Context: an optimization exercise on an open-source flow, tuned for a short achievable clock period and few clock cycles. The choices shown serve that exercise and are no tape-out recipe. Function was not checked in any run shown here: the RTL went through the layout flow alone. Power and IR drop assume default switching activity.

**flow/run.sh**
```bash
#!/bin/bash
# synth_recipe.tcl (not shown) runs the flow's synth.tcl, then flattens the netlist and writes it again
# the make line also repeats each setting of config.mk as NAME=value (left out here)
make -C /OpenROAD-flow-scripts/flow DESIGN_CONFIG=/design/flow/config.mk WORK_HOME=/design/flow/orfs CLKGATE_MAP_FILE= SYNTH_SCRIPT=/design/flow/synth_recipe.tcl finish
```
**flow/design.v**
```verilog
module line_i_cache #(
    parameter int data_width  = 32,
    parameter int addr_width  = 32,
    parameter int entries     = 16,
    parameter int line_words  = 4,
    parameter int count_width = 32
) (
    input  logic                   clock,
    input  logic                   reset_n,
    input  logic                   flush,
    input  logic                   ir_addr_valid,
    output logic                   ir_addr_ready,
    input  logic [addr_width-1:0]  ir_addr,
    output logic                   ir_data_valid,
    input  logic                   ir_data_ready,
    output logic [data_width-1:0]  ir_data,
    output logic                   bus_ir_addr_valid,
    input  logic                   bus_ir_addr_ready,
    output logic [addr_width-1:0]  bus_ir_addr,
    input  logic                   bus_ir_data_valid,
    output logic                   bus_ir_data_ready,
    input  logic [data_width-1:0]  bus_ir_data,
    output logic [count_width-1:0] hit_count,
    output logic [count_width-1:0] miss_count
);
    localparam int OFF_W  = $clog2(line_words);
    localparam int IDX_W  = $clog2(entries);
    localparam int SLOT_W = IDX_W + OFF_W;
    localparam int NSLOT  = entries * line_words;
    localparam int TAG_W  = addr_width - SLOT_W;
    localparam int QD     = 8;                
    localparam int RD     = 16;               
    localparam int RW     = $clog2(RD);
    localparam int SEQ_W  = RW + OFF_W;
    logic                  rdy_q;
    logic                  a_v, a_fl;
    logic [addr_width-1:0] a_addr;
    logic                  acc;
    logic                  pop;
    assign ir_addr_ready = rdy_q;
    assign acc = ir_addr_valid && rdy_q;
    always_ff @(posedge clock or negedge reset_n) begin
        if (!reset_n) begin
            a_v  <= 1'b0;
            a_fl <= 1'b0;
        end else begin
            a_v  <= acc;
            a_fl <= flush;
        end
    end
    always_ff @(posedge clock) a_addr <= ir_addr;
    logic [QD-1:0] occ_t;
    logic          occ_up, occ_dn;
    assign occ_up = acc && !pop;
    assign occ_dn = pop && !acc;
    always_ff @(posedge clock or negedge reset_n) begin
        if (!reset_n) begin
            occ_t <= '0;
            rdy_q <= 1'b1;
        end else begin
            if (occ_up)      occ_t <= {occ_t[QD-2:0], 1'b1};
            else if (occ_dn) occ_t <= {1'b0, occ_t[QD-1:1]};
            rdy_q <= occ_up ? !occ_t[QD-2] : (occ_dn ? 1'b1 : !occ_t[QD-1]);
        end
    end
    logic [entries-1:0]    vb;
    logic [TAG_W-1:0]      tag_mem    [entries];
    logic [RW-1:0]         line_rid   [entries];    
    logic [OFF_W-1:0]      line_start [entries];    
    logic [line_words-1:0] pres       [entries];    
    logic [data_width-1:0] data_mem   [NSLOT];
    logic [addr_width-1:0] rf         [RD];         
    logic [RW-1:0]         alloc_rid, iss_rid, ret_rid;
    logic [OFF_W-1:0]      iss_pos, ret_pos;
    logic                  bd_v;
    logic [data_width-1:0] bd_d;
    logic [RW-1:0]         bd_rid;
    logic [OFF_W-1:0]      bd_pos;
    logic [SEQ_W-1:0]      bd_seq;
    logic [IDX_W-1:0]      bd_idx;
    logic [OFF_W-1:0]      bd_w;
    logic [SLOT_W-1:0]     bd_slot;
    logic                  bd_latest;
    assign bd_seq    = {bd_rid, bd_pos};
    assign bd_slot   = {bd_idx, bd_w};
    assign bd_latest = (line_rid[bd_idx] == bd_rid);
    logic                  b_v, b_hit, b_pres;
    logic [addr_width-1:0] b_addr;
    logic [SEQ_W-1:0]      b_hseq;
    logic [NSLOT-1:0]      b_soh;
    logic [IDX_W-1:0]      a_idx, b_idx;
    logic [OFF_W-1:0]      a_off, b_off;
    logic [TAG_W-1:0]      a_tag, b_tag;
    logic [SLOT_W-1:0]     a_slot;
    assign a_idx  = a_addr[SLOT_W-1:OFF_W];
    assign a_off  = a_addr[OFF_W-1:0];
    assign a_tag  = a_addr[addr_width-1:SLOT_W];
    assign a_slot = a_addr[SLOT_W-1:0];
    assign b_idx  = b_addr[SLOT_W-1:OFF_W];
    assign b_off  = b_addr[OFF_W-1:0];
    assign b_tag  = b_addr[addr_width-1:SLOT_W];
    logic                  fwd, fwd_miss, hit_mem, hit_fwd, l1_hit, l1_pres;
    logic [entries-1:0]    mt;
    logic [RW-1:0]         l1_rid;
    logic [OFF_W-1:0]      l1_start;
    always_comb begin
        for (int i = 0; i < entries; i++)
            mt[i] = vb[i] && (tag_mem[i] == a_tag);
    end
    assign fwd      = b_v && (b_idx == a_idx);
    assign fwd_miss = fwd && !b_hit;
    assign hit_mem  = mt[a_idx];
    assign hit_fwd  = (b_tag == a_tag);
    assign l1_hit   = !a_fl && (fwd ? hit_fwd : hit_mem);
    assign l1_rid   = fwd_miss ? alloc_rid : line_rid[a_idx];
    assign l1_start = fwd_miss ? b_off : line_start[a_idx];
    assign l1_pres  = !fwd_miss &&
                      (pres[a_idx][a_off] || (bd_v && bd_latest && bd_slot == a_slot));
    always_ff @(posedge clock or negedge reset_n) begin
        if (!reset_n) b_v <= 1'b0;
        else          b_v <= a_v;
    end
    always_ff @(posedge clock) begin
        b_addr <= a_addr;
        b_hit  <= l1_hit;
        b_pres <= l1_pres;
        b_hseq <= {l1_rid, a_off - l1_start};
        for (int k = 0; k < NSLOT; k++) b_soh[k] <= (a_slot == k);
    end
    logic miss;
    assign miss = b_v && !b_hit;
    always_ff @(posedge clock or negedge reset_n) begin
        if (!reset_n)       vb <= '0;
        else if (a_fl)      vb <= '0;
        else if (b_v)       vb[b_idx] <= 1'b1;
    end
    always_ff @(posedge clock) begin
        if (b_v) tag_mem[b_idx] <= b_tag;
    end
    always_ff @(posedge clock or negedge reset_n) begin
        if (!reset_n)  alloc_rid <= '0;
        else if (miss) alloc_rid <= alloc_rid + 1'b1;
    end
    always_ff @(posedge clock) begin
        rf[alloc_rid] <= b_addr;
        if (miss) begin
            line_rid[b_idx]   <= alloc_rid;
            line_start[b_idx] <= b_off;
        end
        if (bd_v) data_mem[bd_slot] <= bd_d;
        for (int i = 0; i < entries; i++) begin
            if (miss && b_idx == i)
                pres[i] <= '0;
            else if (bd_v && bd_latest && bd_idx == i)
                pres[i][bd_w] <= 1'b1;
        end
    end
    logic [QD-1:0]         q_head, q_tail;      
    logic [QD-1:0]         q_occ, q_dv, q_rdy;
    logic [data_width-1:0] q_data [QD];
    logic [SEQ_W-1:0]      q_need [QD];
    logic [data_width-1:0] arr_rd;
    logic                  new_dv;
    logic [SEQ_W-1:0]      new_need;
    logic [data_width-1:0] new_data;
    always_comb begin
        arr_rd = '0;
        for (int k = 0; k < NSLOT; k++)
            arr_rd = arr_rd | (data_mem[k] & {data_width{b_soh[k]}});
    end
    assign new_need = b_hit ? b_hseq : {alloc_rid, {OFF_W{1'b0}}};
    assign new_dv   = b_hit && (b_pres || (bd_v && bd_seq == b_hseq));
    assign new_data = b_pres ? arr_rd : bd_d;
    always_comb begin
        for (int i = 0; i < QD; i++)
            q_rdy[i] = q_dv[i] || (bd_v && bd_seq == q_need[i]);
    end
    always_ff @(posedge clock) begin
        for (int i = 0; i < QD; i++) begin
            if (b_v && q_tail[i]) begin
                q_need[i] <= new_need;
                q_dv[i]   <= new_dv;
                q_data[i] <= new_data;
            end else if (!q_dv[i] && q_rdy[i]) begin
                q_dv[i]   <= 1'b1;
                q_data[i] <= bd_d;
            end
        end
    end
    logic                  out_v;
    logic [data_width-1:0] out_d;
    logic                  head_ok, head_dv;
    logic [data_width-1:0] head_data;
    assign head_ok = |(q_head & q_occ & q_rdy);
    assign head_dv = |(q_head & q_dv);
    always_comb begin
        head_data = '0;
        for (int i = 0; i < QD; i++)
            head_data = head_data | (q_data[i] & {data_width{q_head[i]}});
    end
    assign pop = head_ok && (!out_v || ir_data_ready);
    assign ir_data_valid = out_v;
    assign ir_data       = out_d;
    always_ff @(posedge clock or negedge reset_n) begin
        if (!reset_n) begin
            out_v  <= 1'b0;
            q_head <= {{(QD-1){1'b0}}, 1'b1};
            q_tail <= {{(QD-1){1'b0}}, 1'b1};
            q_occ  <= '0;
        end else begin
            if (pop)                out_v <= 1'b1;
            else if (ir_data_ready) out_v <= 1'b0;
            if (pop)  q_head <= {q_head[QD-2:0], q_head[QD-1]};
            if (b_v)  q_tail <= {q_tail[QD-2:0], q_tail[QD-1]};
            q_occ <= (q_occ & ~(pop ? q_head : '0)) | (b_v ? q_tail : '0);
        end
    end
    always_ff @(posedge clock) begin
        if (pop) out_d <= head_dv ? head_data : bd_d;
    end
    logic                  bav;
    logic [addr_width-1:0] bad;
    logic                  have, adv;
    logic [addr_width-1:0] iss_a;
    assign have  = (iss_rid != alloc_rid);
    assign adv   = !bav || bus_ir_addr_ready;
    assign iss_a = rf[iss_rid];
    assign bus_ir_addr_valid = bav;
    assign bus_ir_addr       = bad;
    always_ff @(posedge clock or negedge reset_n) begin
        if (!reset_n) begin
            bav     <= 1'b0;
            iss_rid <= '0;
            iss_pos <= '0;
        end else if (adv) begin
            bav <= have;
            if (have) begin
                iss_pos <= iss_pos + 1'b1;
                if (iss_pos == OFF_W'(line_words - 1)) iss_rid <= iss_rid + 1'b1;
            end
        end
    end
    always_ff @(posedge clock) begin
        if (adv && have)
            bad <= {iss_a[addr_width-1:OFF_W], iss_a[OFF_W-1:0] + iss_pos};
    end
    logic [addr_width-1:0] ret_a;
    assign ret_a = rf[ret_rid];
    assign bus_ir_data_ready = 1'b1;
    always_ff @(posedge clock or negedge reset_n) begin
        if (!reset_n) begin
            bd_v    <= 1'b0;
            ret_rid <= '0;
            ret_pos <= '0;
        end else begin
            bd_v <= bus_ir_data_valid;
            if (bus_ir_data_valid) begin
                ret_pos <= ret_pos + 1'b1;
                if (ret_pos == OFF_W'(line_words - 1)) ret_rid <= ret_rid + 1'b1;
            end
        end
    end
    always_ff @(posedge clock) begin
        bd_d   <= bus_ir_data;
        bd_rid <= ret_rid;
        bd_pos <= ret_pos;
        bd_idx <= ret_a[SLOT_W-1:OFF_W];
        bd_w   <= ret_a[OFF_W-1:0] + ret_pos;
    end
    logic c_hit, c_miss;
    logic [count_width-1:0] hit_inc, miss_inc;
    always_comb begin
        for (int i = 0; i < count_width; i++) begin
            hit_inc[i]  = hit_count[i]  ^ (&(hit_count  | ~({count_width{1'b1}} >> (count_width - i))));
            miss_inc[i] = miss_count[i] ^ (&(miss_count | ~({count_width{1'b1}} >> (count_width - i))));
        end
    end
    always_ff @(posedge clock or negedge reset_n) begin
        if (!reset_n) begin
            c_hit      <= 1'b0;
            c_miss     <= 1'b0;
            hit_count  <= '0;
            miss_count <= '0;
        end else begin
            c_hit  <= b_v && b_hit;
            c_miss <= miss;
            if (c_hit && !(&hit_count))   hit_count  <= hit_inc;
            if (c_miss && !(&miss_count)) miss_count <= miss_inc;
        end
    end
endmodule
```
**flow/constraint.sdc**
```tcl
create_clock -name core_clock -period 6.0 [get_ports {clock}]
set_input_delay 1.2000 -clock core_clock [delete_from_list [all_inputs] [get_ports {clock}]]
set_output_delay 1.2000 -clock core_clock [all_outputs]
set_load 0.01 [all_outputs]
```
**flow/config.mk**
```make
export PLATFORM = sky130hd
export DESIGN_NAME = line_i_cache
export DESIGN_NICKNAME = line_i_cache
export VERILOG_FILES = /design/flow/design.v
export SDC_FILE = /design/flow/constraint.sdc
export NUM_CORES = 4
export LEC_CHECK = 0
export ABC_CLOCK_PERIOD_IN_PS = 1800
export CAP_MARGIN = 20
export CORE_MARGIN = 2
export CORE_UTILIZATION = 45
export PLACE_DENSITY = 0.6
export SETUP_SLACK_MARGIN = 4.2
export SLEW_MARGIN = 20
export TNS_END_PERCENT = 10
```
==> results_dict.tcl, run 1 <==
set metrics [dict create \
    outcome "timing/DRC/antenna clean" \
    wl_per_cell_um 41.1 \
    start_kind "flip-flop" \
    criticalPathCategory "reg2reg" \
    insertion_delay_ps 1040 \
    synthFlopType "edfxtp_1" \
    layout-drive-gt1-share_pct 30.3 \
    avgViaCountPerCell 6.81 \
    initial_core_util_pct 45.2 \
    first_iter_violations 18400 \
    finClkSkew_ps 122 \
    yosysSeqAreaShare_pct 77.7 \
    numCtsBuffers 390 \
    p_per_area_nw_per_um2 372 \
    ant_nets 0 \
    path_max_fanout 15 \
    avgSynthCellArea_um2 17.3 \
    sw_frac_of_total_pct 26.5 \
    max-vdd-ir-drop_uv 288 \
    syn2layout_area_growth_pct 25.9 \
    max_freq_mhz 305 \
    place.gp.congestion 0.964 \
    synth_area_um2 144000 \
    hp-class "in2async" \
    fin_area_um2 181000 \
    finalCritPeriodShare_pct 54.7 \
    switching_power_uw 17900 \
    worstSetupEndpointType "flip-flop" \
    wl_um 584000 \
    die_area_um2 324000 \
    cts-root-buf "clkbuf_16" \
    slew_viol_final 0 \
    htreeDepth 5 \
    grt_pass1_wl_um 759000 \
    worstPathArrival_ps 3950 \
    max_stage_delay_ps 530 \
    seqPwrFrac_pct 47.5 \
    p_comb_share_pct 16.1 \
    slew_headroom_pct 23.2 \
    place_area_um2 154000 \
    cts_tree "yes" \
    fp.dieW_um 569 \
    synthDistinctLibCells 63 \
    ios 203 \
    fp-row-count 207 \
    num-nets-final 9745 \
    ys.warnings.count 4 \
    synth_cells 8313 \
    mostFrequentLayoutCells "edfxtp_1, buf_4, a22oi_1, nand2_1, clkbuf_16" \
    hold_violations 0 \
    path_clk_slew_ps 60 \
    setup.worst_path.start "b_soh[7]$_DFF_P_" \
    final_cells 14200 \
    cts.sinks 3825 \
    p_clk_share_pct 36.3 \
    syn_nets 8411 \
    antenna_found_initial 40 \
    rsz0062_at_grt "yes" \
    clk_path_buf_depth 4 \
    synth_edf_count 3448 \
    core-area_um2 318000 \
    grt_max_degree 75 \
    grt.overflow.total 0 \
    cp.required_ps 6670 \
    intPower_uw 49500 \
    r2r_cells 8 \
    dp_cells 12600 \
    final.fill_count 23600 \
    drc 0 \
    crit_chain "buf_8 -> a22oi_1 -> nand4_1 -> nor4_4 -> nand4_1 -> o22ai_4 -> buf_6 -> o21ai_1" \
    synth_seq_cells 3825 \
    dr_total_vias 96800 \
    final_common_cell "edfxtp_1" \
    worst_pin_slew_ps 1150 \
    slowest_stage "nand4_1" \
    synthArstFlopShare_pct 3.58 \
    die_h_um 569 \
    r2r_slack_ps 2720 \
    grt_util_all_layers_pct 34.4 \
    worst_r2r_startpoint "b_soh[7]$_DFF_P_" \
    worstReg2RegEnd "q_data[0][30]$_DFFE_PP_" \
    multi_input_area_um2 34100 \
    hpwlAfterDp_um 315000 \
    yosys.area.top_type "edfxtp_1" \
    cp_common_cell "nand4_1" \
    maxCapViolCount 0 \
    setup_tns_ps 0 \
    synthTopCellsByArea "edfxtp_1, mux4_2, a22oi_1, dfxtp_1, dfrtp_1" \
    regArea_um2 112000 \
    drt_pass1_iterations 9 \
    setup_viol 0 \
    synth_top_area_share_pct 72.0 \
    port_buffers 201 \
    min_period_ps 3280 \
    first_global_vias 88600 \
    leakage_uw 0.0604 \
]
-- final cells by class --
| cell class | count | share of cell area [%] |
|---|---|---|
| Sequential cell | 3825 | 62.0 |
| Multi-Input combinational cell | 3938 | 18.8 |
| Timing Repair Buffer | 1439 | 9.06 |
| Clock buffer | 534 | 6.03 |
| Tap cell | 4180 | 2.89 |
| Clock inverter | 201 | 1.02 |
| Inverter | 53 | 0.142 |
| Antenna cell | 42 | 0.0581 |
-- logic make-up (layout without fill, tap and decap cells) --
family | after synthesis | count (layout) | synth area share, %
simple gates | 1407 | 1410 | 4.75
buf+inv | 554 | 2227 | 1.46
fa+ha+maj | 27 | 27 | 0.235
mux | 265 | 265 | 3.92
other cells | 1 | 43 | 0.00261
compound gates | 1652 | 1653 | 8.35
flops | 3825 | 3825 | 77.7
xor+xnor | 582 | 582 | 3.55
-- worst max path at each step --
stage	depth (start not counted)	to
6_report	8	q_data[0][30]$_DFFE_PP_
5_1_grt	8	q_data[0][30]$_DFFE_PP_
4_1_cts	1	bus_ir_addr[21]
3_5_place_dp	7	pres[14][0]$_SDFFE_PP0P_
3_3_place_gp	4	data_mem[17][12]$_DFFE_PP_
2_1_floorplan	4	iss_rid[1]$_DFFE_PN0P_
-- worst max-delay path, delay by kind of cell (launching register included) --
kind	cells	cell delay [ps]
buffers and inverters	2	400
and+or+nand+nor	3	1180
DFF	1	450
AOI/OAI and AO/OA	3	790
-- power by group through the flow --
stage,Sequential (uW),Clock [uW],Combinational [uW]
after floorplan,32200,0,4730
after global placement,32700,0,7680
after detailed placement,32800,0,7760
after CTS,32200,24500,9050
after global routing,32100,25600,11200
final,32000,24500,10900
-- cells in the mapped netlist, drive strengths merged (7+ instances only) --
master,n
o21ai,330
edfxtp,3448
and4,16
mux2i,12
a22o,229
dfxtp,240
a221oi,233
and3,18
nand2b,15
a22oi,649
nor2,283
buf,65
or3,16
nand3,119
nand4,290
dfrtp,134
nand2,459
nor3b,7
a31oi,43
nor4,91
inv,52
and2,25
nor3,45
xor2,222
mux4,237
xnor2,360
ha,27
clkbuf,436
o22ai,37
a222oi,32
mux2,16
a21o,8
nor2b,18
a21oi,66
-- repair_timing --
action / in CTS / in global routing
setup buffers: 293 / 425
endpoints found under the setup margin: 4479 / 4540
cloned: 52 / 42
gates resized for setup: 850 / 1164
hold buffers: 0 / 0
pin swaps: 116 / 296
-- sequential cells by signal, indices dropped and copies added, names as in the netlist, 16 cells and up --
register,cells
line_start,32
out_d,32
vb,16
tag_mem,416
miss_count,32
pres,64
b_soh,64
line_rid,64
rf,512
q_data,256
bad,32
data_mem,2048
hit_count,32
b_addr,32
q_need,48
bd_d,32
a_addr,32
-- layer usage --
layer	up-vias	global-route usage [%]	routed length, um
li1	36200	-	-
met1	49000	43.0	194000
met2	9081	50.8	251000
met3	2466	11.9	88600
met4	40	22.6	49700
met5	-	0.788	1030
-- per-stage QoR --
step	power (uW)	util (%)	hold WS (ps)	setup slack, ps
global placement	40400	48.2	345	1720
global route	68800	56.9	253	2990
finish	67300	56.9	185	2720
detailed placement	40500	48.4	336	1830
CTS	65700	54.3	192	3130
floorplan	36900	-	327	3420
==> run 2, diff against run 1 <==
--- a/flow/design.v
+++ b/flow/design.v
@@ -28,7 +28,7 @@
     localparam int SLOT_W = IDX_W + OFF_W;
     localparam int NSLOT  = entries * line_words;
     localparam int TAG_W  = addr_width - SLOT_W;
-    localparam int QD     = 8;                
+    localparam int QD     = 10;               
     localparam int RD     = 16;               
     localparam int RW     = $clog2(RD);
     localparam int SEQ_W  = RW + OFF_W;
@@ -80,10 +80,9 @@
     logic [IDX_W-1:0]      bd_idx;
     logic [OFF_W-1:0]      bd_w;
     logic [SLOT_W-1:0]     bd_slot;
-    logic                  bd_latest;
+    logic                  bd_latest;                 
     assign bd_seq    = {bd_rid, bd_pos};
     assign bd_slot   = {bd_idx, bd_w};
-    assign bd_latest = (line_rid[bd_idx] == bd_rid);
     logic                  b_v, b_hit, b_pres;
     logic [addr_width-1:0] b_addr;
     logic [SEQ_W-1:0]      b_hseq;
@@ -168,16 +167,29 @@
         for (int k = 0; k < NSLOT; k++)
             arr_rd = arr_rd | (data_mem[k] & {data_width{b_soh[k]}});
     end
-    assign new_need = b_hit ? b_hseq : {alloc_rid, {OFF_W{1'b0}}};
-    assign new_dv   = b_hit && (b_pres || (bd_v && bd_seq == b_hseq));
-    assign new_data = b_pres ? arr_rd : bd_d;
+    logic                  c_v, c_hit, c_dv;
+    logic [SEQ_W-1:0]      c_need;
+    logic [data_width-1:0] c_data;
+    always_ff @(posedge clock or negedge reset_n) begin
+        if (!reset_n) c_v <= 1'b0;
+        else          c_v <= b_v;
+    end
+    always_ff @(posedge clock) begin
+        c_hit  <= b_hit;
+        c_need <= b_hit ? b_hseq : {alloc_rid, {OFF_W{1'b0}}};
+        c_dv   <= b_hit && (b_pres || (bd_v && bd_seq == b_hseq));
+        c_data <= b_pres ? arr_rd : bd_d;
+    end
+    assign new_need = c_need;
+    assign new_dv   = c_dv || (bd_v && bd_seq == c_need);
+    assign new_data = c_dv ? c_data : bd_d;
     always_comb begin
         for (int i = 0; i < QD; i++)
             q_rdy[i] = q_dv[i] || (bd_v && bd_seq == q_need[i]);
     end
     always_ff @(posedge clock) begin
         for (int i = 0; i < QD; i++) begin
-            if (b_v && q_tail[i]) begin
+            if (c_v && q_tail[i]) begin
                 q_need[i] <= new_need;
                 q_dv[i]   <= new_dv;
                 q_data[i] <= new_data;
@@ -211,8 +223,8 @@
             if (pop)                out_v <= 1'b1;
             else if (ir_data_ready) out_v <= 1'b0;
             if (pop)  q_head <= {q_head[QD-2:0], q_head[QD-1]};
-            if (b_v)  q_tail <= {q_tail[QD-2:0], q_tail[QD-1]};
-            q_occ <= (q_occ & ~(pop ? q_head : '0)) | (b_v ? q_tail : '0);
+            if (c_v)  q_tail <= {q_tail[QD-2:0], q_tail[QD-1]};
+            q_occ <= (q_occ & ~(pop ? q_head : '0)) | (c_v ? q_tail : '0);
         end
     end
     always_ff @(posedge clock) begin
@@ -262,12 +274,14 @@
     end
     always_ff @(posedge clock) begin
         bd_d   <= bus_ir_data;
+        bd_latest <= (line_rid[ret_a[SLOT_W-1:OFF_W]] == ret_rid) &&
+                     !(miss && b_idx == ret_a[SLOT_W-1:OFF_W]);
         bd_rid <= ret_rid;
         bd_pos <= ret_pos;
         bd_idx <= ret_a[SLOT_W-1:OFF_W];
         bd_w   <= ret_a[OFF_W-1:0] + ret_pos;
     end
-    logic c_hit, c_miss;
+    logic k_hit, k_miss;
     logic [count_width-1:0] hit_inc, miss_inc;
     always_comb begin
         for (int i = 0; i < count_width; i++) begin
@@ -277,15 +291,15 @@
     end
     always_ff @(posedge clock or negedge reset_n) begin
         if (!reset_n) begin
-            c_hit      <= 1'b0;
-            c_miss     <= 1'b0;
+            k_hit      <= 1'b0;
+            k_miss     <= 1'b0;
             hit_count  <= '0;
             miss_count <= '0;
         end else begin
-            c_hit  <= b_v && b_hit;
-            c_miss <= miss;
-            if (c_hit && !(&hit_count))   hit_count  <= hit_inc;
-            if (c_miss && !(&miss_count)) miss_count <= miss_inc;
+            k_hit  <= b_v && b_hit;
+            k_miss <= miss;
+            if (k_hit && !(&hit_count))   hit_count  <= hit_inc;
+            if (k_miss && !(&miss_count)) miss_count <= miss_inc;
         end
     end
 endmodule
==> results_dict.tcl, run 2 <==
set metrics [dict create \
    dr_total_vias 99200 \
    wl_per_cell_um 39.8 \
    synth_top_area_share_pct 71.0 \
    synthTopCellsByArea "edfxtp_1, a22oi_1, dfxtp_1, mux4_2, dfrtp_1" \
    max_freq_mhz 322 \
    cts.sinks 3952 \
    cts_tree "yes" \
    crit_chain "buf_12 -> a22oi_1 -> nand4_1 -> nor4_2 -> a21oi_1" \
    max-vdd-ir-drop_uv 331 \
    worstPathArrival_ps 3780 \
    largest_reg_flops 2048 \
    final_util_pct 56.1 \
    grt_util_all_layers_pct 33.2 \
    htreeDepth 5 \
    max_stage_delay_ps 690 \
    yosysSeqAreaShare_pct 77.2 \
    antenna_found_initial 43 \
    avgSynthCellArea_um2 16.9 \
    first_iter_violations 19600 \
    slew_viol_final 0 \
    critPathBufInv 1 \
    synthFlopType "edfxtp_1" \
    min_period_ps 3100 \
    die_h_um 580 \
    drt_pass1_iterations 9 \
    drc 0 \
    mostFrequentLayoutCells "edfxtp_1, a22oi_1, buf_4, clkbuf_16, xnor2_1" \
    p_per_area_nw_per_um2 376 \
    worstSetupEndpointType "flip-flop" \
    ios 203 \
    fp.dieW_um 580 \
    fp-row-count 211 \
    slowest_stage "nor4_2" \
    cts-root-buf "clkbuf_16" \
    setup_tns_ps 0 \
    core-area_um2 330000 \
    reg_top3 "data_mem (2048), rf (512), tag_mem (416)" \
    yosysMostFrequentCell "edfxtp_1" \
    yosys.area.top_type "edfxtp_1" \
    grt_max_degree 78 \
    layout-drive-gt1-share_pct 26.6 \
    final.setup.worst_slack_ps 2900 \
    holdWs_ps 187 \
    crit_family "simple AND/OR/NAND/NOR gates" \
    outcome "timing/DRC/antenna clean" \
    start_kind "flip-flop" \
    insertion_delay_ps 1000 \
    synth_cells 8814 \
    synth_seq_cells 3952 \
    final_common_cell "edfxtp_1" \
    slew_headroom_pct 12.1 \
    top_register "data_mem" \
    avgViaCountPerCell 6.71 \
    die_area_um2 336000 \
    hpwlAfterDp_um 313000 \
    leakage_uw 0.0620 \
    clk_path_buf_depth 4 \
    initial_core_util_pct 45.2 \
    setup_viol 0 \
    syn_nets 8913 \
    numCtsBuffers 401 \
    grt_pass1_wl_um 769000 \
    rsz0062_at_grt "yes" \
    place.gp.congestion 0.923 \
    synth_edf_count 3526 \
    hold_violations 0 \
    wl_um 590000 \
    num-nets-final 10200 \
    grt.overflow.total 0 \
    synth_top_cells_by_count "edfxtp_1, a22oi_1, clkbuf_1" \
    criticalPathCategory "reg2reg" \
    synthDistinctLibCells 65 \
    path_max_fanout 18 \
    ys.warnings.count 4 \
    synth_area_um2 149000 \
    finalCritPeriodShare_pct 51.7 \
    finClkSkew_ps 102 \
    cp.required_ps 6680 \
    ant_nets 0 \
    place_ws_ps 2040 \
    r2r_slack_ps 2900 \
    path_clk_slew_ps 60 \
    maxCapViolCount 0 \
    first_global_vias 91400 \
    synthArstFlopShare_pct 3.69 \
    port_buffers 201 \
    syn2layout_area_growth_pct 24.0 \
    worst_pin_slew_ps 1320 \
    hp-class "in2async" \
]
==> run 2: changes by cell type after synthesis, moves of 40 or more <==
cell / before / now
a21oi_1: 66 / 246
edfxtp_1: 3448 / 3526
dfxtp_1: 240 / 280
nand2_1: 459 / 354
nor2_1: 279 / 443
a22o_1: 229 / 171
mux2i_1: 12 / 65
nor3_1: 45 / 96
a22oi_1: 649 / 790
o21ai_0: 311 / 231
==> run 2: cells by family (layout without fill, tap and decap cells) <==
| family | Yosys count | count (layout) | share of synthesized area [%] |
|---|---|---|---|
| XOR/XNOR | 602 | 602 | 3.53 |
| multiplexers | 336 | 336 | 4.07 |
| AND/OR/NAND/NOR | 1550 | 1559 | 4.99 |
| flip-flops | 3952 | 3952 | 77.2 |
| AO/OA/AOI/OAI | 1771 | 1771 | 8.50 |
| buffers and inverters | 574 | 2153 | 1.47 |
| other | 1 | 32 | 0.00251 |
| adder cells (fa/ha/maj) | 28 | 28 | 0.235 |
==> run 2: where the power goes <==
part / switching (uW) / leakage (uW) / total, uW / internal (uW)
clock: 10900 / 0.00630 / 25000 / 14100
sequential: 996 / 0.0361 / 32900 / 31900
combinational: 6620 / 0.0196 / 11700 / 5030
==> run 2: metal layers <==
metal	vias to the layer above	global-route usage (%)	share of wire (%)
met1	50100	43.3	34
met3	2074	10.5	15
met4	24	18.6	7.2
met2	9199	49.1	43
met5	-	0.0425	0.063
li1	37800	-	-
==> run 2: path summary, 6_finish.rpt <==
path                                   from                         end  depth (start not counted)
max                        b_soh[4]$_DFF_P_          c_data[30]$_DFF_P_                          5
min                                 reset_n             bav$_DFFE_PN0N_                          1
max reg2reg                b_soh[4]$_DFF_P_          c_data[30]$_DFF_P_                          5
min reg2reg                   a_v$_DFF_PN0_               b_v$_DFF_PN0_                          0
max in group asynchronous           reset_n  miss_count[25]$_DFFE_PN0P_                          2
min in group core_clock       a_v$_DFF_PN0_               b_v$_DFF_PN0_                          0
==> run 2: timing repair <==
item                       4_1_cts  5_1_grt
hold buffers                     0        0
gates resized for setup        538     1127
pin swaps                       61      167
buffers inserted               235      445
setup endpoints to repair     4536     4666
cloned                          47       39
==> run 2: cell type report <==
class,count,area (um2)
antenna,31,77.6
clock buffer,543,11100
clock inverter,202,1840
fill,25200,145000
inverter,46,216
multi-input combinational,4297,35500
sequential,3952,116000
tap,4366,5460
timing repair buffer,1362,15300
==> run 2: through the flow <==
step                total power, uW  instance area, um2  cells
floorplan                     38400              150000   8814
global placement              41900              159000  13200
detailed placement            42100              159000  13300
CTS                           67700              177000  14300
global route                  71100              185000  14800
finish                        69600              185000  14800

## separate check: timing with driven ports
How much do the figures lean on ideal ports? The routed layouts below were timed once more, with nothing changed but the port constraints.
Step 1 assumes that a clkbuf_16 drives the clock port and a buf_2 every other input.
Step 2 times the ports against the registers' clock, not the clock port: input delays grow and output delays shrink by t, the midpoint of the rising clock arrivals with the driver on.
Three values: no drivers, after step 1, after step 2; two values: the first two.
run | shift t [ns] | setup WS [ns] | worst setup path after step 2
run 1 | 1.091 | 2.719 / 2.719 / 2.719 | register to register
run 2 | 1.058 | 2.895 / 2.895 / 2.895 | register to register
After both steps every run listed still meets setup and hold.
